This is an optimization exercise on Yosys and OpenROAD, whose aim is a short achievable clock period and few clock cycles per item, not a production implementation. No run shown here included a check of the RTL's function; only the layout flow was run. No activity file was given, so power comes from the tool's default toggle rates.

==> constraint.sdc <==
create_clock -name core_clock -period 4.5 [get_ports {i_clk}]
set_input_delay 0.9000 -clock core_clock [delete_from_list [all_inputs] [get_ports {i_clk}]]
set_output_delay 0.9000 -clock core_clock [all_outputs]
set_load 0.01 [all_outputs]
==> config.mk <==
export PLATFORM = sky130hd
export DESIGN_NAME = pixel_frame_statistics_unit
export DESIGN_NICKNAME = pixel_frame_statistics_unit
export VERILOG_FILES = /design/flow/design.v
export SDC_FILE = /design/flow/constraint.sdc
export NUM_CORES = 4
export LEC_CHECK = 0
export ABC_CLOCK_PERIOD_IN_PS = 1800
export CAP_MARGIN = 20
export CORE_MARGIN = 2
export CORE_UTILIZATION = 40
export PLACE_DENSITY = 0.6
export SETUP_SLACK_MARGIN = 2.5
export SLEW_MARGIN = 20
==> design.v <==
package pfs_pkg;
    localparam int CFG_W = 13;
endpackage
module pixel_frame_statistics_unit (
    input  logic                      i_clk,
    input  logic                      i_rst_n,
    input  logic                      i_cfg_we,
    input  logic [pfs_pkg::CFG_W-1:0] i_cfg_wdata,
    input  logic                      i_pix_valid,
    output logic                      o_pix_ready,
    input  logic [24:0]               i_pix,
    output logic                      o_rpt_valid,
    input  logic                      i_rpt_ready,
    output logic [50:0]               o_rpt
);
    localparam int QD = 4;                    
    localparam int QA = $clog2(QD);
    localparam int OW = $clog2(QD + 1) + 1;   
    logic        r_ready;
    logic        a_v;
    logic [24:0] a_pix;
    logic        a_we;
    logic [12:0] a_wd;
    assign o_pix_ready = r_ready;
    always_ff @(posedge i_clk) begin
        a_v   <= i_rst_n & i_pix_valid & r_ready;
        a_pix <= i_pix;
        a_we  <= i_rst_n & i_cfg_we;
        a_wd  <= i_cfg_wdata;
    end
    logic [11:0] r_wm1;
    logic [11:0] r_col, r_row;
    logic        wrap;
    logic        b_v, b_eof;
    logic [9:0]  b_sum;
    logic [47:0] b_rec;               
    assign wrap = (r_col >= r_wm1);
    always_ff @(posedge i_clk) begin
        if (!i_rst_n) begin
            r_wm1 <= 12'd639;
            r_col <= '0;
            r_row <= '0;
        end else begin
            if (a_we) begin
                if (a_wd == 13'd0)
                    r_wm1 <= 12'd0;
                else if (a_wd > 13'd4096)
                    r_wm1 <= 12'd4095;
                else
                    r_wm1 <= 12'(a_wd - 13'd1);
            end
            if (a_v) begin
                if (a_pix[0]) begin
                    r_col <= '0;
                    r_row <= '0;
                end else if (wrap) begin
                    r_col <= '0;
                    if (r_row != 12'hfff) r_row <= r_row + 12'd1;
                end else begin
                    r_col <= r_col + 12'd1;
                end
            end
        end
    end
    always_ff @(posedge i_clk) begin
        b_v   <= i_rst_n & a_v;
        b_eof <= a_pix[0];
        b_sum <= 10'(a_pix[24:17]) + 10'(a_pix[16:9]) + 10'(a_pix[8:1]);
        b_rec <= {r_col, r_row, a_pix[24:1]};
    end
    logic        r_first;
    logic [9:0]  r_bsum, r_dsum;
    logic [2:0][7:0] r_max, r_min, b_px;
    logic [47:0] r_brec, r_drec;
    logic        take_b, take_d;
    logic        r_wr;
    assign b_px   = b_rec[23:0];
    assign take_b = r_first || (b_sum > r_bsum);
    assign take_d = r_first || (b_sum < r_dsum);
    always_ff @(posedge i_clk) begin
        if (!i_rst_n) begin
            r_first <= 1'b1;
            r_wr    <= 1'b0;
        end else begin
            if (b_v) r_first <= b_eof;
            r_wr <= b_v & b_eof;
        end
    end
    always_ff @(posedge i_clk) begin
        if (b_v) begin
            if (take_b) begin
                r_bsum <= b_sum;
                r_brec <= b_rec;
            end
            if (take_d) begin
                r_dsum <= b_sum;
                r_drec <= b_rec;
            end
            for (int i = 0; i < 3; i++) begin
                if (r_first || b_px[i] > r_max[i]) r_max[i] <= b_px[i];
                if (r_first || b_px[i] < r_min[i]) r_min[i] <= b_px[i];
            end
        end
    end
    logic [143:0]  wdata;
    logic [143:0]  q_mem [0:QD-1];
    logic [QA-1:0] q_wp, q_rp;
    logic [OW-1:0] q_cnt;
    logic          q_empty;
    logic [143:0]  head;
    assign wdata   = {r_brec, r_drec, r_max, r_min};
    assign q_empty = (q_cnt == '0);
    assign head    = q_mem[q_rp];
    always_ff @(posedge i_clk) begin
        if (r_wr) q_mem[q_wp] <= wdata;
    end
    logic [1:0]  r_kind;
    logic        r_ov;
    logic [50:0] r_out;
    logic        out_load;
    logic        pop;
    logic        bypass;
    logic [50:0] nxt;
    assign out_load    = !r_ov || i_rpt_ready;
    assign bypass      = q_empty && r_wr;
    assign pop         = out_load && !q_empty && (r_kind == 2'd3);
    assign o_rpt_valid = r_ov;
    assign o_rpt       = r_out;
    always_comb begin
        if (q_empty) begin
            nxt = {2'd0, r_brec, 1'b0};
        end else begin
            unique case (r_kind)
                2'd0:    nxt = {2'd0, head[143:96], 1'b0};
                2'd1:    nxt = {2'd1, head[95:48], 1'b0};
                2'd2:    nxt = {2'd2, 24'd0, head[47:24], 1'b0};
                default: nxt = {2'd3, 24'd0, head[23:0], 1'b1};
            endcase
        end
    end
    always_ff @(posedge i_clk) begin
        if (out_load) r_out <= nxt;
    end
    always_ff @(posedge i_clk) begin
        if (!i_rst_n) begin
            q_wp   <= '0;
            q_rp   <= '0;
            q_cnt  <= '0;
            r_kind <= 2'd0;
            r_ov   <= 1'b0;
        end else begin
            if (r_wr) q_wp <= (q_wp == QA'(QD - 1)) ? '0 : q_wp + QA'(1);
            if (pop)  q_rp <= (q_rp == QA'(QD - 1)) ? '0 : q_rp + QA'(1);
            q_cnt <= q_cnt + OW'(r_wr) - OW'(pop);
            if (out_load) begin
                r_ov <= !q_empty || r_wr;
                if (!q_empty || r_wr) r_kind <= r_kind + 2'd1;
            end
        end
    end
    logic [OW-1:0] r_owed;
    logic          eof_in;
    logic          rdy_00, rdy_10, rdy_01, rdy_11;
    assign eof_in = i_pix_valid & r_ready & i_pix[0];
    assign rdy_00 = (r_owed + OW'(1)) <= OW'(QD);
    assign rdy_10 = (r_owed + OW'(2)) <= OW'(QD);
    assign rdy_01 = r_owed <= OW'(QD);
    assign rdy_11 = (r_owed + OW'(1)) <= OW'(QD);
    always_ff @(posedge i_clk) begin
        if (!i_rst_n) begin
            r_owed  <= '0;
            r_ready <= 1'b1;
        end else begin
            r_owed  <= r_owed + OW'(eof_in) - OW'(pop);
            unique case ({eof_in, pop})
                2'b00: r_ready <= rdy_00;
                2'b10: r_ready <= rdy_10;
                2'b01: r_ready <= rdy_01;
                default: r_ready <= rdy_11;
            endcase
        end
    end
endmodule
==> run.sh <==
#!/bin/bash
# synth_recipe.tcl (not shown) runs the flow's synth.tcl, then flattens the netlist and writes it again
# the make line also repeats each setting of config.mk as NAME=value (left out here)
make -C /OpenROAD-flow-scripts/flow DESIGN_CONFIG=/design/flow/config.mk WORK_HOME=/design/flow/orfs CLKGATE_MAP_FILE= SYNTH_SCRIPT=/design/flow/synth_recipe.tcl finish
==> metrics.csv, run 1 <==
stage,metric,value,unit
status,status,no timing/DRC/antenna violations,
cts,clk_pin_slew_worst_paths,60,ps
layout,syn_to_final_growth,24.2,%
setup_path,crit_chain,"buf_12, buf_8, buf_16, mux4_2, a222oi_1, nor2_1, a21oi_1, o21ai_1",
die,initial_core_util,40.5,%
cts,clk_latency,670,ps
grt,gr-total-overflow,0,
grt,gr-usage-all-layers,18.1,%
timing,finalCritPeriodShare,51.3,%
setup_path,worstPathRequired,4910,ps
synth,synth_top_area_share,66.1,%
worst_hold_path,hold_depth,0,
drt,wl_per_cell,24.2,um
synth,synthTopCellsByArea,"edfxtp_1 (66%), mux4_2 (9.0%), dfxtp_1 (8.7%)",
drt,vias,19200,
timing,skew,35.0,ps
timing,period_needed,2310,ps
power_and_ir_drop,vdd_drop_max,0.296,mV
die,io_pins,96,
synth,synth_edf_count,791,
placement,place_congestion,0.782,
layout,drive_gt1_share,31.9,%
setup_path,cp_slowest_cell,mux4_2,
layout,post-route-util,50.3,%
drt,drt-total-wl,86000,um
drt,first_pass_iters,7,
setup_path,crit_path_end_kind,flop,
timing,slew_headroom,44.5,%
synth,yosys.area.top_type,edfxtp_1,
placement,hpwl,42800,um
cts,clockRootBuffer,clkbuf_16,
timing,setup_viol,0,
grt,antenna_found_initial,3,
worst_hold_path,min_path_type,flop to flop,
cts,cts_tree,yes,
timing,fin_setup_tns,0,ps
drt,drt_first_iter_violations,1719,
cts,hold_buffers,0,
synth,avgSynthCellArea,18.1,um2
setup_path,cpPeakStageDelay,510,ps
die,core_area,88600,um2
power_and_ir_drop,leakagePower,0.0155,uW
setup_path,worstSetupPathType,flop to flop,
timing,hold_viol_final,0,
grt,grt_pass1_wl,125000,um
grt,grt_max_degree,68,
setup_path,cp.arrival,2720,ps
cts,htreeDepth,3,
flow_run,maxCapViolCount,0,
drt,via_per_inst,5.40,
worst_hold_path,hold_end,b_rec[8],
synth,async_reset_ff_share,0,%
synth,ys_seq_area_share,74.8,%
timing,hold_slack,363,ps
setup_path,critPathMaxFanout,8,
timing,maxSlewViolCount,0,
drt,drc_errors,0,
setup_path,worst-r2r-cell-count,8,
synth,synth_warnings,1,
synth,synthCells,1987,
synth,syn_nets,2151,
die,rows,109,
die,chipWidth,304,um
timing,fmax,433,MHz
synth,synth_cell_types,60,
cts,cts_buffers,97,
synth,synthesis.area,35900,um2
setup_path,critPathBufInv,3,
synth,ys_seq_elements,947,
grt,grt_pass1_vias,19700,
die,dieArea,92300,um2
drt,ant_nets,0,
cts,cts_buffer_depth,3,
layout,finalNetCount,2468,
setup_path,r2r-end,r_out[11],
power_and_ir_drop,finalPower,19100,uW
layout,antenna_cells,0,
cts,cts_sinks,947,
die,fp.dieH,304,um
setup_path,regToRegSetupSlack,2190,ps
setup_path,path_delay_family,compound AO/OA/AOI/OAI gates,
timing,tightest_slew,832,ps
power_and_ir_drop,cellPowerDensity,428,nW/um2
timing,rsz0062_at_grt,true,
worst_hold_path,hold_path_startpoint,a_pix[9],
setup_path,cp-start-kind,flop,
synth,synthFlopType,edfxtp_1,
placement,io_buffers,95,
## synthesized netlist by cell type (5+ instances only)
library cell and instances:
nand2b_1 18, and2_1 13, nor2_1 62, nand4_1 11, xnor2_1 12, a211oi_1 6, buf_4 6, clkbuf_1 46
nand2_1 80, buf_2 11, o21ai_0 67, a21o_1 28, o31ai_1 5, inv_1 117, buf_1 11, mux2i_1 9
mux4_2 144, o21ai_1 24, dfxtp_1 156, a22oi_1 24, nor2b_1 8, ha_1 110, edfxtp_1 791, xor2_1 10
a222oi_1 24, and3_1 14, o21a_1 6, fa_1 11, o221ai_1 8, nor3b_1 8, nor3_1 13, nand3_1 22
a21oi_1 61
## area by class of cell
class                   instances  area (um2)
flip-flops and latches        947       27000
clock buffers                 135        2780
fillers                      7149       44000
clock inverters                45         365
multi-input cells             852        9230
inverters                     117         448
well taps                    1165        1460
repair buffers                289        3370
## metrics by stage
| step | cells | cell area [um2] | setup WS [ps] |
|---|---|---|---|
| 6_report | 3550 | 44600 | 2190 |
| 5_1_grt | 3550 | 44600 | 2090 |
| 4_1_cts | 3490 | 43300 | 2200 |
| 3_5_place_dp | 3203 | 38600 | 1150 |
| 3_3_place_gp | 3203 | 38600 | 1280 |
| 2_1_floorplan | 1987 | 36100 | 342 |
## how the worst max path moves through the flow
stage,from,to,slack (ps),depth (start not counted)
6_report,flop,r_out[11],2190,8
5_1_grt,flop,r_out[11],2090,8
4_1_cts,flop,r_out[5],2200,7
3_5_place_dp,i_rst_n,r_col[10],1150,6
3_3_place_gp,i_rst_n,r_col[10],1280,6
2_1_floorplan,r_dsum[9],r_drec[0],340,5
## registers in the layout, summed over array words and instances, names as in the netlist, 12 cells and up, named ones only
signal and cells:
a_wd 13, b_rec 48, a_pix 25, r_min 24, r_max 24, r_col 12, r_brec 48, r_wm1 12
q_mem 576, r_row 12, r_drec 48, r_out 51
## per-layer routing
| metal | share of wire [%] | routed length, um | global-route usage (%) | up-vias |
|---|---|---|---|---|
| met1 | 42 | 36500 | 24.2 | 9985 |
| met2 | 50 | 43200 | 30.9 | 567 |
| met4 | 2.3 | 1970 | 5.18 | 0 |
| li1 | - | - | - | 8481 |
| met3 | 5.1 | 4350 | 2.73 | 136 |
| met5 | 0 | 0 | 0 | - |
## placed cells by master (no fill, tap or decap), types with 33 or more instances in the layout
| cell type | instances |
|---|---|
| edfxtp_1 | 791 |
| mux4_2 | 144 |
| clkbuf_16 | 111 |
| dfxtp_1 | 106 |
| inv_1 | 99 |
| buf_4 | 97 |
| ha_1 | 82 |
| nand2_1 | 78 |
| nor2_1 | 59 |
| buf_2 | 50 |
| a21oi_1 | 43 |
| o21ai_1 | 40 |
| clkdlybuf4s50_1 | 38 |
| dfxtp_2 | 37 |
| buf_12 | 33 |
## worst register-to-register path, stage by stage, from the launching register on
cell	delay (ps)
dfxtp_4	350
buf_12	140
buf_8	150
buf_16	140
mux4_2	510
a222oi_1	420
nor2_1	100
a21oi_1	160
o21ai_1	80
## where the power goes
group	internal, uW	switching (uW)	total (uW)
Clock	4540	3300	7840
Combinational	582	641	1220
Sequential	9810	237	10000
Total	14900	4170	19100
## cell families after synthesis
| family | Yosys count | share of synthesized area (%) |
|---|---|---|
| AOI/OAI and AO/OA | 281 | 5.02 |
| DFF | 947 | 74.8 |
| adders and majority gates | 121 | 4.44 |
| xor gates and xnor gates | 22 | 0.536 |
| and+or+nand+nor | 269 | 3.76 |
| buffers and inverters | 194 | 2.19 |
| muxes | 153 | 9.27 |
## timing repair
item                                    in CTS  in global routing
endpoints found under the setup margin     815                411
resized for setup                          374                169
cloned                                      25                  9
hold endpoints to repair                     0                  0
buffers inserted                            82                 51
pin swaps                                   58                109
==> run 2: changes to the inputs <==
--- a/config.mk
+++ b/config.mk
@@ -5,10 +5,10 @@
 export SDC_FILE = /design/flow/constraint.sdc
 export NUM_CORES = 4
 export LEC_CHECK = 0
-export ABC_CLOCK_PERIOD_IN_PS = 1800
+export ABC_CLOCK_PERIOD_IN_PS = 1500
 export CAP_MARGIN = 20
 export CORE_MARGIN = 2
 export CORE_UTILIZATION = 40
 export PLACE_DENSITY = 0.6
-export SETUP_SLACK_MARGIN = 2.5
+export SETUP_SLACK_MARGIN = 3.0
 export SLEW_MARGIN = 20
==> run 2 against run 1 <==
Synthesized cell count did not move. Synthesized area did not move. Hold slack improved by 13 ps. Cell area is 6.3% higher. Utilization increased by 3.2 points. Highest routed layer unchanged.
==> metrics.csv, run 2 <==
stage,metric,value,unit,change
drt,vias,20100,,+5.1%
synth,synthTopCellsByArea,"edfxtp_1 (66%), mux4_2 (9.0%), dfxtp_1 (8.7%)",,
setup_path,path_delay_family,buffers and inverters,,
synth,syn_nets,2151,,unchanged
layout,ff_latch_area,27000,um2,+0.18%
synth,synth_edf_count,791,,unchanged
worst_hold_path,min_path_type,flop to flop,,
setup_path,cpPeakStageDelay,370,ps,-140 ps
layout,post-route-util,53.5,%,+3.2 points
worst_hold_path,hold_end,b_rec[0],,
setup_path,worstPathRequired,4860,ps,-50 ps
timing,maxSlewViolCount,0,,unchanged
synth,synthFlopType,edfxtp_1,,
drt,via_per_inst,5.50,,+1.9%
synth,synthCells,1987,,unchanged
die,chipWidth,304,um,unchanged
synth,synthesis.area,35900,um2,unchanged
drt,dr_wl_met2,48200,um,+12%
drt,ant_nets,0,,unchanged
layout,fill_cells,6752,,-5.6%
layout,drive_gt1_share,37.5,%,+5.6 points
die,core_area,88600,um2,unchanged
drt,wl_met1,39700,um,+8.6%
cts,clk_pin_slew_worst_paths,60,ps,about the same
setup_path,critPathBufInv,6,,+3
die,dieArea,92300,um2,unchanged
power_and_ir_drop,cellPowerDensity,420,nW/um2,-1.9%
drt,wl_met3,5710,um,+31%
layout,final_common_cell,edfxtp_1,,
timing,setup_ws,2230,ps,+39.1 ps
timing,period_needed,2270,ps,-39.1 ps
placement,place_congestion,0.727,,-7.0%
synth,ys_seq_elements,947,,unchanged
synth,synth_top_area_share,66.1,%,unchanged
layout,multiInputGateArea,9600,um2,+4.1%
timing,fmax,440,MHz,+1.7%
synth,ys_seq_area_share,74.8,%,unchanged
setup_path,worst-r2r-cell-count,12,,+4
setup_path,cp_slowest_cell,edfxtp_1,,
layout,largest_reg_flops,576,,unchanged
grt,grt_pass1_vias,20500,,+3.7%
setup_path,crit_path_end_kind,flop,,
layout,finalNetCount,2577,,+4.4%
grt,gr-total-overflow,0,,unchanged
grt,antenna_found_initial,1,,-2
setup_path,critPathMaxFanout,5,,-3
power_and_ir_drop,vdd_drop_max,0.311,mV,+5.1%
die,io_pins,96,,unchanged
cts,cts_sinks,947,,unchanged
setup_path,crit_chain,"inv_1, ha_1, a21o_1, a21o_1, a21oi_2, o21ai_2, o211ai_1, buf_4, buf_12, buf_6, buf_8, buf_8",,
setup_path,r2r_start,r_dsum[1],,
timing,skew,26.4,ps,-8.65 ps
placement,hpwl,42200,um,-1.4%
timing,fin_setup_tns,0,ps,unchanged
synth,avgSynthCellArea,18.1,um2,unchanged
setup_path,regToRegSetupSlack,2230,ps,+40 ps
timing,tightest_slew,872,ps,+39.4 ps
drt,top_layer,met4,,
timing,slew_headroom,41.8,%,-2.7 points
timing,rsz0062_at_grt,true,,
layout,largest_register,q_mem,,
drt,drt-total-wl,96000,um,+12%
cts,clockRootBuffer,clkbuf_16,,
synth,async_reset_ff_share,0,%,unchanged
power_and_ir_drop,leakagePower,0.0167,uW,+7.3%
placement,post-place-ws,917,ps,-230 ps
flow_run,maxCapViolCount,0,,unchanged
setup_path,worstSetupPathType,flop to flop,,
die,fp.dieH,304,um,unchanged
setup_path,cp.arrival,2630,ps,-90 ps
cts,htreeDepth,3,,unchanged
layout,final_cell_mix,"edfxtp_1 (791), mux4_2 (144), clkbuf_16 (115)",,
cts,clk_latency,660,ps,about the same
layout,top_regs,"q_mem (576), r_out (51)",,
grt,gr-usage-all-layers,19.8,%,+1.7 points
timing,finalCritPeriodShare,50.5,%,-0.87 points
layout,antenna_cells,0,,unchanged
placement,io_buffers,95,,unchanged
drt,drc_errors,0,,unchanged
cts,cts_tree,yes,,
worst_hold_path,hold_path_startpoint,a_pix[1],,
synth,yosys.area.top_type,edfxtp_1,,
worst_hold_path,hold_depth,0,,unchanged
setup_path,r2r-end,r_drec[23],,
die,rows,109,,unchanged
timing,hold_viol_final,0,,unchanged
synth,synth_most_common_cell,edfxtp_1,,
synth,synth_cell_types,60,,unchanged
setup_path,cp-start-kind,flop,,
drt,first_pass_iters,6,,-1
synth,netlist_top_cells_count,"edfxtp_1 (791), dfxtp_1 (156), mux4_2 (144)",,
drt,wl_per_cell,26.2,um,+8.3%
grt,grt_max_degree,61,,-10%
timing,setup_viol,0,,unchanged
drt,drt_first_iter_violations,1931,,+12%
synth,synth_warnings,1,,unchanged
layout,syn_to_final_growth,32.0,%,
cts,cts_buffers,95,,-2.1%
grt,grt_pass1_wl,134000,um,+7.4%
status,status,no timing/DRC/antenna violations,,
cts,cts_buffer_depth,3,,unchanged
die,initial_core_util,40.5,%,unchanged
run 2: changes by cell type in the layout (fill, tap and decap cells not counted), sizes merged, moves of 2 or more:
cell and delta:
clkbuf +2, dlymetal6s2s -2, and2 +2, buf +101, clkinv -6, bufinv +12
run 2: final cells by class:
class,instances,area share [%]
Clock buffer,130,5.72
Timing Repair Buffer,395,11.5
Sequential cell,947,57.0
Inverter,117,0.986
Multi-Input combinational cell,857,20.2
Clock inverter,50,1.48
Tap cell,1165,3.07
run 2: worst max-delay path by stage:
stage | startpoint | to | slack [ps] | cells after the start
after global routing | r_bsum[2] | r_brec[42] | 2130 | 10
after detailed placement | i_rst_n | r_col[10] | 920 | 6
after CTS | r_bsum[7] | r_brec[42] | 2220 | 11
after floorplan | r_dsum[9] | r_drec[0] | 340 | 5
final | r_dsum[1] | r_drec[23] | 2230 | 12
after global placement | i_rst_n | r_col[10] | 1000 | 6
run 2: logic make-up (layout without fill, tap and decap cells):
group           count (synthesis)  count (layout)  synth area share [%]
compound gates                281             282                  5.02
flops                         947             947                  74.8
xor+xnor                       22              22                 0.536
simple gates                  269             279                  3.76
buf+inv                       194             692                  2.19
fa+ha+maj                     121             121                  4.44
mux                           153             153                  9.27
run 2: per-stage QoR:
| step | area (um2) | hold slack [ps] | total power, uW | cells |
|---|---|---|---|---|
| after global placement | 38900 | 371 | 11100 | 3199 |
| final | 47400 | 376 | 19900 | 3661 |
| after CTS | 45900 | 382 | 19900 | 3579 |
| after global routing | 47400 | 387 | 20500 | 3661 |
| after detailed placement | 38900 | 377 | 11100 | 3199 |
| after floorplan | 36700 | 331 | 10700 | 1987 |
run 2: where the power goes:
part | internal, uW | switching (uW) | total (uW)
combinational | 671 | 673 | 1340
sequential | 9800 | 248 | 10100
clock | 5160 | 3370 | 8530
total | 15600 | 4290 | 19900
run 2: routing by layer:
| metal | global-route usage [%] | up-vias |
|---|---|---|
| li1 | - | 8718 |
| met2 | 33.6 | 722 |
| met4 | 5.92 | 0 |
| met5 | 0 | - |
| met3 | 3.30 | 135 |
| met1 | 26.2 | 10600 |
run 2: repair_timing:
action / in CTS / in global routing
resized for setup: 543 / 120
endpoints found under the setup margin: 951 / 803
setup buffers: 143 / 52
pin swaps: 107 / 74
hold buffers: 0 / 0
cloned: 57 / 30
==> run 3: changes to the inputs <==
--- a/config.mk
+++ b/config.mk
@@ -8,7 +8,7 @@
 export ABC_CLOCK_PERIOD_IN_PS = 1500
 export CAP_MARGIN = 20
 export CORE_MARGIN = 2
-export CORE_UTILIZATION = 40
-export PLACE_DENSITY = 0.6
+export CORE_UTILIZATION = 60
+export PLACE_DENSITY = 0.75
 export SETUP_SLACK_MARGIN = 3.0
 export SLEW_MARGIN = 20
==> run 3 against run 2 <==
The layout now fails its checks (antenna rules). Critical path depth shrank 4. Via count grew 14%. Non-clock buffer count grew 50. Total power shrank 1.7%. Largest cell class unchanged. Largest power group unchanged.
==> metrics.csv, run 3 <==
stage,metric,value,unit,change
status,status,finished with violations,,
status,so.violations,antenna rules,,
layout,final_cell_mix,"edfxtp_1 (791), mux4_2 (144), clkbuf_16 (132)",,
timing,rsz0062_at_grt,true,,
grt,grt_pass1_wl,142000,um,+5.5%
timing,hold_slack,363,ps,-13.0 ps
synth,synth_edf_count,791,,unchanged
setup_path,worstSetupPathType,flop to flop,,
layout,top_regs,"q_mem (576), r_out (51)",,
die,dieArea,61900,um2,-33%
cts,cts_buffers,91,,-4.2%
synth,synthTopCellsByArea,"edfxtp_1 (66%), mux4_2 (9.0%), dfxtp_1 (8.7%)",,
synth,synth_top_family_by_area,multiplexers,,
synth,avgSynthCellArea,18.1,um2,unchanged
drt,drc_errors,0,,unchanged
synth,async_reset_ff_share,0,%,unchanged
synth,synth_mux_area_share,9.27,%,unchanged
drt,via_per_inst,6.90,,+25%
drt,first_pass_iters,22,,+16
power_and_ir_drop,cellPowerDensity,406,nW/um2,-3.4%
synth,synth_cell_types,60,,unchanged
grt,grt_max_degree,50,,-18%
setup_path,cp-start-kind,flop,,
power_and_ir_drop,vdd_drop_max,0.339,mV,+9.1%
setup_path,crit_top_cell,buf_12,,
worst_hold_path,hold_path_startpoint,a_pix[17],,
placement,hpwl,39600,um,-6.2%
timing,slew_headroom,28.3,%,-14 points
layout,largest_register,q_mem,,
timing,maxSlewViolCount,0,,unchanged
setup_path,cp.arrival,2820,ps,+190 ps
synth,syn_nets,2151,,unchanged
die,io_pins,96,,unchanged
timing,hold_viol_final,0,,unchanged
die,chipWidth,249,um,-18%
timing,fin_setup_tns,0,ps,unchanged
timing,setup_ws,2110,ps,-115 ps
synth,yosys.area.top_type,edfxtp_1,,
synth,synthFlopType,edfxtp_1,,
cts,clk_latency,700,ps,+40 ps
flow_run,maxCapViolCount,0,,unchanged
setup_path,worstPathRequired,4930,ps,+70 ps
timing,finalCritPeriodShare,53.0,%,+2.6 points
drt,wl_per_cell,35.6,um,+36%
die,initial_core_util,60.8,%,+20 points
synth,ys_seq_area_share,74.8,%,unchanged
cts,htreeDepth,3,,unchanged
synth,synth_top_area_share,66.1,%,unchanged
drt,vias,22900,,+14%
worst_hold_path,min_path_type,flop to flop,,
placement,io_buffers,95,,unchanged
placement,post-place-ws,910,ps,-7.26 ps
setup_path,crit_path_end_kind,flop,,
layout,drive_gt1_share,40.4,%,+2.9 points
synth,synthCells,1987,,unchanged
layout,final_common_cell,edfxtp_1,,
cts,clockRootBuffer,clkbuf_16,,
setup_path,regToRegSetupSlack,2110,ps,-120 ps
grt,grt_pass1_vias,21800,,+6.8%
drt,ant_nets,1,,+1
synth,synth_fa_ha_area_share,4.44,%,unchanged
cts,cts_sinks,947,,unchanged
timing,period_needed,2390,ps,+115 ps
setup_path,cp_slowest_cell,mux4_2,,
synth,synthesis.area,35900,um2,unchanged
grt,antenna_found_initial,3,,+2
synth,synth_most_common_cell,edfxtp_1,,
synth,synth-simple-area-share,3.76,%,unchanged
worst_hold_path,hold_depth,0,,unchanged
die,core_area,59100,um2,-33%
placement,place_congestion,0.805,,+11%
cts,clk_pin_slew_worst_paths,70,ps,about the same
synth,synth_warnings,1,,unchanged
synth,ys_seq_elements,947,,unchanged
setup_path,worst-r2r-cell-count,8,,-4
setup_path,crit_chain,"buf_12, buf_12, buf_12, mux4_2, a222oi_1, nor2_1, a21oi_2, o21ai_1",,
layout,largest_reg_flops,576,,unchanged
timing,tightest_slew,1070,ps,+203 ps
timing,skew,45.6,ps,+19.2 ps
layout,finalNetCount,2625,,+1.9%
drt,drt-total-wl,118000,um,+23%
drt,drt_first_iter_violations,3286,,+70%
die,fp.dieH,249,um,-18%
synth,netlist_top_cells_count,"edfxtp_1 (791), dfxtp_1 (156), mux4_2 (144)",,
timing,fmax,419,MHz,-4.8%
power_and_ir_drop,leakagePower,0.0170,uW,+2.1%
worst_hold_path,hold_end,b_rec[16],,
timing,setup_viol,0,,unchanged
synth,synth-xor-area-share,0.536,%,unchanged
cts,cts_tree,yes,,
setup_path,cpPeakStageDelay,510,ps,+140 ps
layout,syn_to_final_growth,34.3,%,
power_and_ir_drop,finalPower,19600,uW,-1.7%
setup_path,critPathMaxFanout,7,,+2
die,rows,89,,-18%
grt,gr-total-overflow,0,,unchanged
cts,cts_buffer_depth,3,,unchanged
synth,synth_compound_area_share,5.02,%,unchanged
grt,gr-usage-all-layers,31.3,%,+12 points
setup_path,r2r-end,r_out[22],,
-- run 3: cell counts after synthesis --
No cell type changed its count.
-- run 3: metrics by stage --
step                      util (%)  area (um2)  cells
after floorplan                  -       36700   1987
after global placement        64.9       38400   2808
after detailed placement      65.0       38400   2809
after CTS                     76.9       45500   3189
after global routing          81.6       48300   3311
final                         81.6       48300   3317
-- run 3: area by class of cell --
type | count | area [um2]
antenna | 6 | 15.0
clock buffer | 120 | 2530
clock inverter | 50 | 572
fill | 2380 | 10900
inverter | 117 | 460
multi-input combinational | 859 | 10000
sequential | 947 | 27000
tap | 773 | 967
timing repair buffer | 445 | 6670
-- run 3: worst max-delay path: cells and delay by family (launching register included) --
family,cells,cell delay [ps]
multiplexers,1,510
AO/OA/AOI/OAI,3,670
buffers and inverters,3,430
flip-flops,1,400
AND/OR/NAND/NOR,1,130
-- run 3: where the power goes --
group	switching, uW	internal (uW)	total (uW)
Combinational	727	639	1370
Clock	3520	4620	8140
Sequential	277	9800	10100
Total	4520	15100	19600
-- run 3: worst max path at each step --
stage	start	end	slack, ps
floorplan	r_dsum[9]	r_drec[0]	340
global placement	i_rst_n	r_col[10]	1010
detailed placement	i_rst_n	r_col[10]	910
CTS	a_pix[18]	b_sum[7]	2260
global route	flop	r_out[22]	2090
finish	flop	r_out[22]	2110
-- run 3: timing repair --
item,CTS,global route
setup buffers,149,65
pin swaps,105,102
hold endpoints to repair,0,0
hold buffers,0,0
setup endpoints to repair,953,867
cloned,61,57
resized for setup,531,206
-- run 3: cells by family (layout without fill, tap and decap cells) --
| logic type | Yosys count | after routing |
|---|---|---|
| DFF | 947 | 947 |
| AOI/OAI and AO/OA | 281 | 282 |
| and+or+nand+nor | 269 | 281 |
| buffers and inverters | 194 | 732 |
| muxes | 153 | 153 |
| adders and majority gates | 121 | 121 |
| xor gates and xnor gates | 22 | 22 |
| other | 0 | 6 |
-- run 3: routing by layer --
metal | vias to the layer above | global-route usage, % | wire length, um
li1 | 8804 | - | -
met4 | 2 | 15.0 | 8660
met5 | - | 0 | 13
met3 | 546 | 5.57 | 13900
met2 | 2081 | 53.2 | 57300
met1 | 11500 | 39.5 | 38200
==> run 4: changes to the inputs <==
--- a/design.v
+++ b/design.v
@@ -71,8 +71,11 @@
     logic        r_first;
     logic [9:0]  r_bsum, r_dsum;
     logic [2:0][7:0] r_max, r_min, b_px;
+    logic        take_b, take_d;
+    logic        c_v, c_tb, c_td;
+    logic [47:0] c_rec;
     logic [47:0] r_brec, r_drec;
-    logic        take_b, take_d;
+    logic [47:0] fin_b, fin_d;
     logic        r_wr;
     assign b_px   = b_rec[23:0];
     assign take_b = r_first || (b_sum > r_bsum);
@@ -81,25 +84,34 @@
         if (!i_rst_n) begin
             r_first <= 1'b1;
             r_wr    <= 1'b0;
+            c_v     <= 1'b0;
         end else begin
             if (b_v) r_first <= b_eof;
             r_wr <= b_v & b_eof;
+            c_v  <= b_v;
         end
     end
     always_ff @(posedge i_clk) begin
         if (b_v) begin
-            if (take_b) begin
-                r_bsum <= b_sum;
-                r_brec <= b_rec;
-            end
-            if (take_d) begin
-                r_dsum <= b_sum;
-                r_drec <= b_rec;
-            end
+            if (take_b) r_bsum <= b_sum;
+            if (take_d) r_dsum <= b_sum;
             for (int i = 0; i < 3; i++) begin
                 if (r_first || b_px[i] > r_max[i]) r_max[i] <= b_px[i];
                 if (r_first || b_px[i] < r_min[i]) r_min[i] <= b_px[i];
             end
+        end
+    end
+    always_ff @(posedge i_clk) begin
+        c_tb  <= take_b;
+        c_td  <= take_d;
+        c_rec <= b_rec;
+    end
+    assign fin_b = c_tb ? c_rec : r_brec;
+    assign fin_d = c_td ? c_rec : r_drec;
+    always_ff @(posedge i_clk) begin
+        if (c_v) begin
+            r_brec <= fin_b;
+            r_drec <= fin_d;
         end
     end
     logic [143:0]  wdata;
@@ -108,7 +120,7 @@
     logic [OW-1:0] q_cnt;
     logic          q_empty;
     logic [143:0]  head;
-    assign wdata   = {r_brec, r_drec, r_max, r_min};
+    assign wdata   = {fin_b, fin_d, r_max, r_min};
     assign q_empty = (q_cnt == '0);
     assign head    = q_mem[q_rp];
     always_ff @(posedge i_clk) begin
@@ -128,7 +140,7 @@
     assign o_rpt       = r_out;
     always_comb begin
         if (q_empty) begin
-            nxt = {2'd0, r_brec, 1'b0};
+            nxt = {2'd0, fin_b, 1'b0};
         end else begin
             unique case (r_kind)
                 2'd0:    nxt = {2'd0, head[143:96], 1'b0};
@@ -139,7 +151,8 @@
         end
     end
     always_ff @(posedge i_clk) begin
-        if (out_load) r_out <= nxt;
+        if (!i_rst_n) r_out <= '0;
+        else if (out_load) r_out <= nxt;
     end
     always_ff @(posedge i_clk) begin
         if (!i_rst_n) begin
--- a/config.mk
+++ b/config.mk
@@ -8,7 +8,7 @@
 export ABC_CLOCK_PERIOD_IN_PS = 1500
 export CAP_MARGIN = 20
 export CORE_MARGIN = 2
-export CORE_UTILIZATION = 60
-export PLACE_DENSITY = 0.75
+export CORE_UTILIZATION = 40
+export PLACE_DENSITY = 0.6
 export SETUP_SLACK_MARGIN = 3.0
 export SLEW_MARGIN = 20
==> run 4 against run 3 <==
Now clean on timing, DRC and antenna. Combinational power is 4% lower. Count of clock-buffer cells in the layout is 34 higher. Register-to-register slack better by 160 ps. Critical path depth is 1 lower. Wire length is 15% lower. Synthesized cell count is 9.7% higher. Synthesized area is 5.8% higher. Via count is 6.0% lower. Clock power is 4.5% higher. Critical path type unchanged. Critical endpoint is now b_sum[8]. Largest power group unchanged.
==> metrics.csv, run 4 <==
stage,metric,value,unit,change
status,status,no timing/DRC/antenna violations,,
synth,synth_edf_count,740,,-6.4%
synth,synthCells,2180,,+9.7%
layout,top_regs,"q_mem (576), r_out (51)",,
die,rows,113,,+27%
timing,setup_viol,0,,unchanged
synth,synth_cell_types,69,,+15%
synth,synthTopCellsByArea,"edfxtp_1 (58%), dfxtp_1 (14%), mux4_2 (8.5%)",,
power_and_ir_drop,leakagePower,0.0174,uW,+2.6%
cts,cts_tree,yes,,
layout,final_cell_mix,"edfxtp_1 (740), mux4_2 (144), dfxtp_1 (144)",,
timing,maxSlewViolCount,0,,unchanged
grt,grt_max_degree,54,,+8.0%
synth,synth_most_common_cell,edfxtp_1,,
synth,syn_nets,2344,,+9.0%
synth,synthesis.area,38000,um2,+5.8%
setup_path,cp.arrival,2770,ps,-50 ps
synth,netlist_top_cells_count,"edfxtp_1 (740), dfxtp_1 (258), mux4_2 (144)",,
placement,io_buffers,95,,unchanged
setup_path,worstPathRequired,5050,ps,+120 ps
timing,fmax,449,MHz,+7.2%
timing,hold_viol_final,0,,unchanged
power_and_ir_drop,clockPowerShare,42.3,%,+0.7 points
layout,finalNetCount,2729,,+4.0%
cts,hold_buffers,0,,unchanged
timing,hold_slack,325,ps,-37.8 ps
placement,post-place-ws,1280,ps,+369 ps
power_and_ir_drop,p_seq_share,51.2,%,-0.3 points
synth,ys_seq_area_share,72.0,%,-2.7 points
placement,place_congestion,0.766,,-4.8%
cts,cts_buffers,103,,+13%
cts,clk_latency,670,ps,-30 ps
setup_path,worstSetupPathType,flop to flop,,
die,core_area,94600,um2,+60%
timing,tightest_slew,757,ps,-317 ps
drt,drt_first_iter_violations,1842,,-44%
layout,drive_gt1_share,40.8,%,+0.37 points
die,fp.dieH,312,um,+26%
flow_run,maxCapViolCount,0,,unchanged
layout,layout.cells.non_filler,3915,,+18%
synth,synth_warnings,1,,unchanged
layout,syn_to_final_growth,29.9,%,
grt,grt_pass1_wl,145000,um,+2.5%
die,dieArea,97500,um2,+58%
timing,setup_ws,2270,ps,+159 ps
die,chipWidth,312,um,+26%
drt,drt-total-wl,100000,um,-15%
layout,largest_reg_flops,576,,unchanged
power_and_ir_drop,p_comb_share,6.5,%,-0.5 points
grt,gr-total-overflow,0,,unchanged
synth,synth_top_area_share,58.5,%,-7.6 points
setup_path,cp-start-kind,flop,,
setup_path,crit_path_end_kind,flop,,
power_and_ir_drop,finalPower,20100,uW,+2.8%
timing,period_needed,2230,ps,-159 ps
timing,skew,29.6,ps,-16.0 ps
worst_hold_path,min_path_type,flop to flop,,
synth,avgSynthCellArea,17.4,um2,-3.6%
drt,drc_errors,0,,unchanged
power_and_ir_drop,intPower,15800,uW,+4.6%
cts,htreeDepth,3,,unchanged
layout,final_common_cell,edfxtp_1,,
power_and_ir_drop,p_sw_share,21.8,%,-1.3 points
drt,via_per_inst,5.50,,-20%
drt,vias,21500,,-6.0%
timing,finalCritPeriodShare,49.5,%,-3.5 points
drt,wl_per_cell,25.6,um,-28%
power_and_ir_drop,p_switching,4380,uW,-3.2%
layout,largest_register,q_mem,,
timing,fin_setup_tns,0,ps,unchanged
placement,dp_cells,3479,,+24%
drt,ant_nets,0,,-1
cts,cts_sinks,998,,+5.4%
synth,ys_seq_elements,998,,+5.4%
cts,cts_buffer_depth,3,,unchanged
cts,clockRootBuffer,clkbuf_16,,
die,initial_core_util,40.2,%,-21 points
cts,clk_pin_slew_worst_paths,60,ps,about the same
die,io_pins,96,,unchanged
setup_path,critPathMaxFanout,2,,-5
power_and_ir_drop,vdd_drop_max,0.387,mV,+14%
layout,antenna_cells,0,,-6
placement,hpwl,49100,um,+24%
grt,grt_pass1_vias,22400,,+2.3%
synth,async_reset_ff_share,0,%,unchanged
timing,rsz0062_at_grt,true,,
drt,first_pass_iters,7,,-68%
synth,synthFlopType,edfxtp_1,,
grt,antenna_found_initial,1,,-2
grt,gr-usage-all-layers,20.0,%,-11 points
power_and_ir_drop,cellPowerDensity,408,nW/um2,+0.54%
timing,slew_headroom,49.5,%,+21 points
synth,yosys.area.top_type,edfxtp_1,,
==> run 4: cell count changes in the layout (fill, tap and decap cells not counted), sizes merged, moves of 22 or more <==
cell / before / now
mux2: 0 / 96
a31oi: 3 / 34
a221oi: 0 / 26
a21oi: 61 / 36
o221ai: 8 / 30
edfxtp: 791 / 740
nand2: 81 / 55
a22o: 3 / 29
a222oi: 24 / 0
o21ai: 93 / 54
dfxtp: 156 / 258
buf: 364 / 313
==> run 4: power by group through the flow <==
| stage | clock network, uW | logic [uW] | registers, uW |
|---|---|---|---|
| 2_1_floorplan | 0 | 682 | 10400 |
| 3_5_place_dp | 0 | 1030 | 10500 |
| 6_report | 8510 | 1320 | 10300 |
| 4_1_cts | 8650 | 1240 | 10300 |
| 5_1_grt | 9000 | 1440 | 10300 |
| 3_3_place_gp | 0 | 1000 | 10500 |
==> run 4: metal layers <==
metal | wire length (um) | vias to the layer above | global-route usage [%]
met2 | 50900 | 689 | 34.9
met3 | 6270 | 153 | 3.67
met4 | 2540 | 0 | 5.32
met1 | 40700 | 11300 | 25.7
li1 | - | 9397 | -
met5 | 0 | - | 0
==> run 4: what timing repair did <==
item,in CTS,in global routing
buffers inserted,151,35
endpoints found under the setup margin,1313,554
resized for setup,623,89
pin swaps,106,91
cloned,46,14
==> run 4: logic make-up after synthesis <==
logic type	count (synthesis)	synth area share [%]
AO/OA/AOI/OAI	330	6.26
XOR/XNOR	25	0.576
adder cells (fa/ha/maj)	121	4.20
buffers and inverters	215	2.20
flip-flops	998	72.0
multiplexers	245	11.5
AND/OR/NAND/NOR	246	3.22
==> run 4: worst max-delay path, stage by stage (launching register included) <==
cell	delay, ps
dfxtp_2	350
fa_2	630
ha_4	210
a21o_1	180
a21oi_2	170
o21ai_2	100
o41ai_2	360
xnor2_1	120
==> run 4: worst paths after layout <==
path	start	end	slack, ps	cells past startpoint
max reg2reg	a_pix[19]	b_sum[8]	2270	7
min reg2reg	b_rec[26]	c_rec[26]	320	0
min	b_rec[26]	c_rec[26]	320	0
max	a_pix[19]	b_sum[8]	2270	7
==> run 4: area by class of cell <==
cell class / instances / area, um2
Fill cell: 7378 / 45200
Sequential cell: 998 / 27600
Multi-Input combinational cell: 978 / 11300
Timing Repair Buffer: 366 / 4950
Clock buffer: 154 / 3010
Tap cell: 1265 / 1580
Inverter: 118 / 468
Clock inverter: 36 / 398
==> run 4: metrics by stage <==
step / utilization, % / area, um2
global placement: 43.6 / 41300
floorplan: - / 39100
detailed placement: 43.7 / 41300
global route: 52.2 / 49400
finish: 52.2 / 49400
CTS: 51.2 / 48400
==> run 5: changes to the inputs <==
--- a/config.mk
+++ b/config.mk
@@ -9,6 +9,8 @@
 export CAP_MARGIN = 20
 export CORE_MARGIN = 2
 export CORE_UTILIZATION = 40
+export CTS_CLUSTER_DIAMETER = 50
+export CTS_CLUSTER_SIZE = 25
 export PLACE_DENSITY = 0.6
 export SETUP_SLACK_MARGIN = 3.0
 export SLEW_MARGIN = 20
==> run 5 against run 4 <==
Global-route usage is 0.95 points higher. Die area stayed put. Critical path depth is 1 higher. Largest power group unchanged. Highest routed layer unchanged.
==> metrics.csv, run 5 <==
stage,metric,value,unit,change
die,initial_core_util,40.2,%,unchanged
setup_path,regToRegSetupSlack,2270,ps,about the same
synth,synthesis.area,38000,um2,unchanged
setup_path,cp.arrival,2840,ps,+70 ps
timing,setup_viol,0,,unchanged
power_and_ir_drop,cellPowerDensity,397,nW/um2,-2.6%
cts,htreeDepth,3,,unchanged
layout,final_cell_mix,"edfxtp_1 (740), dfxtp_1 (147), mux4_2 (144)",,
grt,gr-total-overflow,0,,unchanged
die,rows,113,,unchanged
power_and_ir_drop,p_comb_share,6.8,%,+0.3 points
synth,syn_nets,2344,,unchanged
layout,finalNetCount,2823,,+3.4%
cts,cts_sinks,998,,unchanged
synth,synth_mux_area_share,11.5,%,unchanged
setup_path,worstPathRequired,5110,ps,+60 ps
grt,grt_pass1_wl,150000,um,+3.1%
placement,place_congestion,0.766,,unchanged
setup_path,crit_chain,"fa_1, buf_4, fa_2, a21o_1, a21oi_2, o21bai_1, a21oi_2, xnor2_2",,
layout,largest_register,q_mem,,
die,dieArea,97500,um2,unchanged
setup_path,cp-start-kind,flop,,
layout,top_regs,"q_mem (576), r_out (51)",,
synth,synth_most_common_cell,edfxtp_1,,
setup_path,cpPeakStageDelay,490,ps,-140 ps
timing,finalCritPeriodShare,49.5,%,+0.063 points
worst_hold_path,hold_depth,0,,unchanged
drt,wl_per_cell,26.6,um,+3.7%
grt,grt_max_degree,64,,+19%
drt,drc_errors,0,,unchanged
cts,cts_buffers,101,,-1.9%
synth,synth_edf_count,740,,unchanged
power_and_ir_drop,clockPowerShare,43.0,%,+0.7 points
timing,fin_setup_tns,0,ps,unchanged
die,io_pins,96,,unchanged
cts,clockRootBuffer,clkbuf_16,,
synth,synthFlopType,edfxtp_1,,
timing,rsz0062_at_grt,true,,
placement,hpwl,49100,um,unchanged
setup_path,crit_path_end_kind,flop,,
power_and_ir_drop,p_seq_share,50.2,%,-1.0 points
setup_path,r2r_start,a_pix[19],,
setup_path,critPathMaxFanout,2,,unchanged
worst_hold_path,min_path_type,flop to flop,,
drt,ant_nets,0,,unchanged
placement,io_buffers,95,,unchanged
timing,maxSlewViolCount,0,,unchanged
grt,grt_pass1_vias,22400,,+0.39%
drt,via_per_inst,5.55,,+0.98%
layout,final_common_cell,edfxtp_1,,
synth,synth_cell_types,69,,unchanged
die,chipWidth,312,um,unchanged
synth,avgSynthCellArea,17.4,um2,unchanged
worst_hold_path,hold_path_startpoint,b_rec[33],,
synth,synthTopCellsByArea,"edfxtp_1 (58%), dfxtp_1 (14%), mux4_2 (8.5%)",,
cts,clk_pin_slew_worst_paths,70,ps,about the same
setup_path,r2r-end,b_sum[7],,
timing,slew_headroom,48.4,%,-1.2 points
die,core_area,94600,um2,unchanged
setup_path,path_delay_family,adder cells,,
synth,synthCells,2180,,unchanged
grt,antenna_found_initial,0,,-1
synth,synth_compound_area_share,6.26,%,unchanged
drt,vias,22300,,+3.5%
setup_path,worst-r2r-cell-count,8,,+1
layout,fill_cells,7085,,-4.0%
worst_hold_path,hold_end,c_rec[33],,
layout,syn_to_final_growth,35.9,%,
cts,cts_buffer_depth,3,,unchanged
synth,synth_top_area_share,58.5,%,unchanged
timing,tightest_slew,775,ps,+17.4 ps
setup_path,cp_slowest_cell,fa_1,,
die,fp.dieH,312,um,unchanged
setup_path,worst-path-stages,8,,+1
status,status,no timing/DRC/antenna violations,,
power_and_ir_drop,finalPower,20500,uW,+1.9%
power_and_ir_drop,p_switching,4770,uW,+8.8%
cts,hold_buffers,0,,unchanged
grt,gr-usage-all-layers,21.0,%,+0.95 points
synth,synth-xor-area-share,0.576,%,unchanged
synth,yosys.area.top_type,edfxtp_1,,
cts,clk_latency,700,ps,+30 ps
layout,drive_gt1_share,43.7,%,+2.9 points
synth,synth_warnings,1,,unchanged
synth,synth-simple-area-share,3.22,%,unchanged
synth,synth_top_family_by_area,multiplexers,,
timing,period_needed,2230,ps,+2.85 ps
synth,ys_seq_area_share,72.0,%,unchanged
setup_path,worstSetupPathType,flop to flop,,
drt,drt-total-wl,107000,um,+6.2%
synth,synth_fa_ha_area_share,4.20,%,unchanged
synth,netlist_top_cells_count,"edfxtp_1 (740), dfxtp_1 (258), mux4_2 (144)",,
timing,hold_viol_final,0,,unchanged
setup_path,critPathBufInv,1,,+1
power_and_ir_drop,intPower,15700,uW,about the same
layout,antenna_cells,0,,unchanged
setup_path,crit_top_cell,a21oi_2,,
drt,drt_first_iter_violations,1841,,-0.054%
synth,async_reset_ff_share,0,%,unchanged
flow_run,maxCapViolCount,0,,unchanged
timing,skew,33.9,ps,+4.27 ps
layout,largest_reg_flops,576,,unchanged
power_and_ir_drop,p_sw_share,23.2,%,+1.5 points
drt,first_pass_iters,5,,-2
power_and_ir_drop,vdd_drop_max,0.375,mV,-3.0%
power_and_ir_drop,leakagePower,0.0184,uW,+5.4%
synth,ys_seq_elements,998,,unchanged
cts,cts_tree,yes,,
timing,fmax,449,MHz,-0.13%
-- run 5: layer usage --
layer	routed length, um	part of all wire (%)	track usage, %
met5	0	0	0
met4	3940	3.7	7.36
met3	7720	7.2	4.31
met2	53200	50	34.9
met1	41700	39	27.4
-- run 5: what timing repair did --
| item | in CTS | in global routing |
|---|---|---|
| setup buffers | 174 | 63 |
| gates resized for setup | 689 | 120 |
| setup endpoints to repair | 1333 | 774 |
| endpoints found under the hold margin | 0 | 0 |
| gates cloned | 77 | 28 |
| pin swaps | 99 | 101 |
-- run 5: logic make-up (layout without fill, tap and decap cells) --
| group | count (synthesis) | after routing |
|---|---|---|
| compound gates | 330 | 333 |
| xor+xnor | 25 | 25 |
| fa+ha+maj | 121 | 121 |
| buf+inv | 215 | 768 |
| flops | 998 | 998 |
| mux | 245 | 245 |
| simple gates | 246 | 257 |
-- run 5: worst max path at each step --
stage | slack, ps | endpoint | startpoint
floorplan | 2100 | q_cnt[1] | i_rpt_ready
global placement | 1280 | q_cnt[1] | i_rpt_ready
detailed placement | 1280 | q_cnt[1] | i_rpt_ready
CTS | 2220 | o_rpt_valid | r_ov
global route | 2160 | b_sum[7] | a_pix[19]
finish | 2270 | b_sum[7] | a_pix[19]
-- run 5: worst register-to-register path: cells and delay by family (launching register included) --
kind	cells	cell delay, ps
compound gates	4	610
xor+xnor	1	140
fa+ha+maj	2	880
buf+inv	1	160
flops	1	360
-- run 5: final cells by class --
| type | count | area [um2] | area share [%] |
|---|---|---|---|
| flip-flops and latches | 998 | 27600 | 53.5 |
| well taps | 1265 | 1580 | 3.06 |
| multi-input cells | 981 | 11400 | 22.0 |
| clock buffers | 121 | 2730 | 5.28 |
| clock inverters | 70 | 818 | 1.58 |
| repair buffers | 459 | 7030 | 13.6 |
| inverters | 118 | 470 | 0.911 |
-- run 5: per-stage QoR --
| stage | area, um2 | instances | setup slack [ps] | hold slack [ps] | util (%) |
|---|---|---|---|---|---|
| finish | 51600 | 4012 | 2270 | 329 | 54.6 |
| global route | 51600 | 4012 | 2160 | 338 | 54.6 |
| CTS | 49900 | 3921 | 2220 | 330 | 52.7 |
| detailed placement | 41300 | 3479 | 1280 | 312 | 43.7 |
| global placement | 41300 | 3478 | 1280 | 315 | 43.6 |
| floorplan | 39100 | 2180 | 2100 | 310 | - |
-- run 5: power by group through the flow --
| stage | clock network (uW) | registers [uW] | logic (uW) |
|---|---|---|---|
| global placement | 0 | 10500 | 1000 |
| global route | 9310 | 10300 | 1510 |
| detailed placement | 0 | 10500 | 1030 |
| floorplan | 0 | 10400 | 682 |
| finish | 8820 | 10300 | 1390 |
| CTS | 8940 | 10300 | 1290 |

[what the ideal ports hide]
In the flow no input, the clock included, has a driving cell. The finished layouts below were timed again as built, in two steps. Step 1: set_driving_cell puts a clkbuf_16 on i_clk and a buf_2 on each other input, an assumption about the parent block. Step 2 also shifts input and output timing later by t, the mid clock arrival at the registers, as if the neighbouring blocks saw the same clock. a / b / c = ideal ports / drivers / drivers and shift; a / b = the first two.
| run | t, ns | setup WS [ns] | worst hold slack (ns) | worst slew at a driven data input, ns |
|---|---|---|---|---|
| run 1 | 0.718 | 2.190 / 2.190 / 1.892 | 0.363 / 0.355 / 0.363 | 0.04 |
| run 2 | 0.715 | 2.230 / 2.193 / 1.945 | 0.376 / 0.376 / 0.376 | 0.04 |
| run 3 | 0.734 | 2.114 / 2.114 / 1.825 | 0.363 / 0.363 / 0.363 | 0.04 |
| run 4 | 0.729 | 2.274 / 2.274 / 1.852 | 0.325 / 0.325 / 0.325 | 0.05 |
| run 5 | 0.748 | 2.271 / 2.271 / 1.713 | 0.329 / 0.329 / 0.329 | 0.05 |
The setup slack of run 5, which loses most, moves by 0.000 ns with the drivers and by -0.558 ns with both steps.
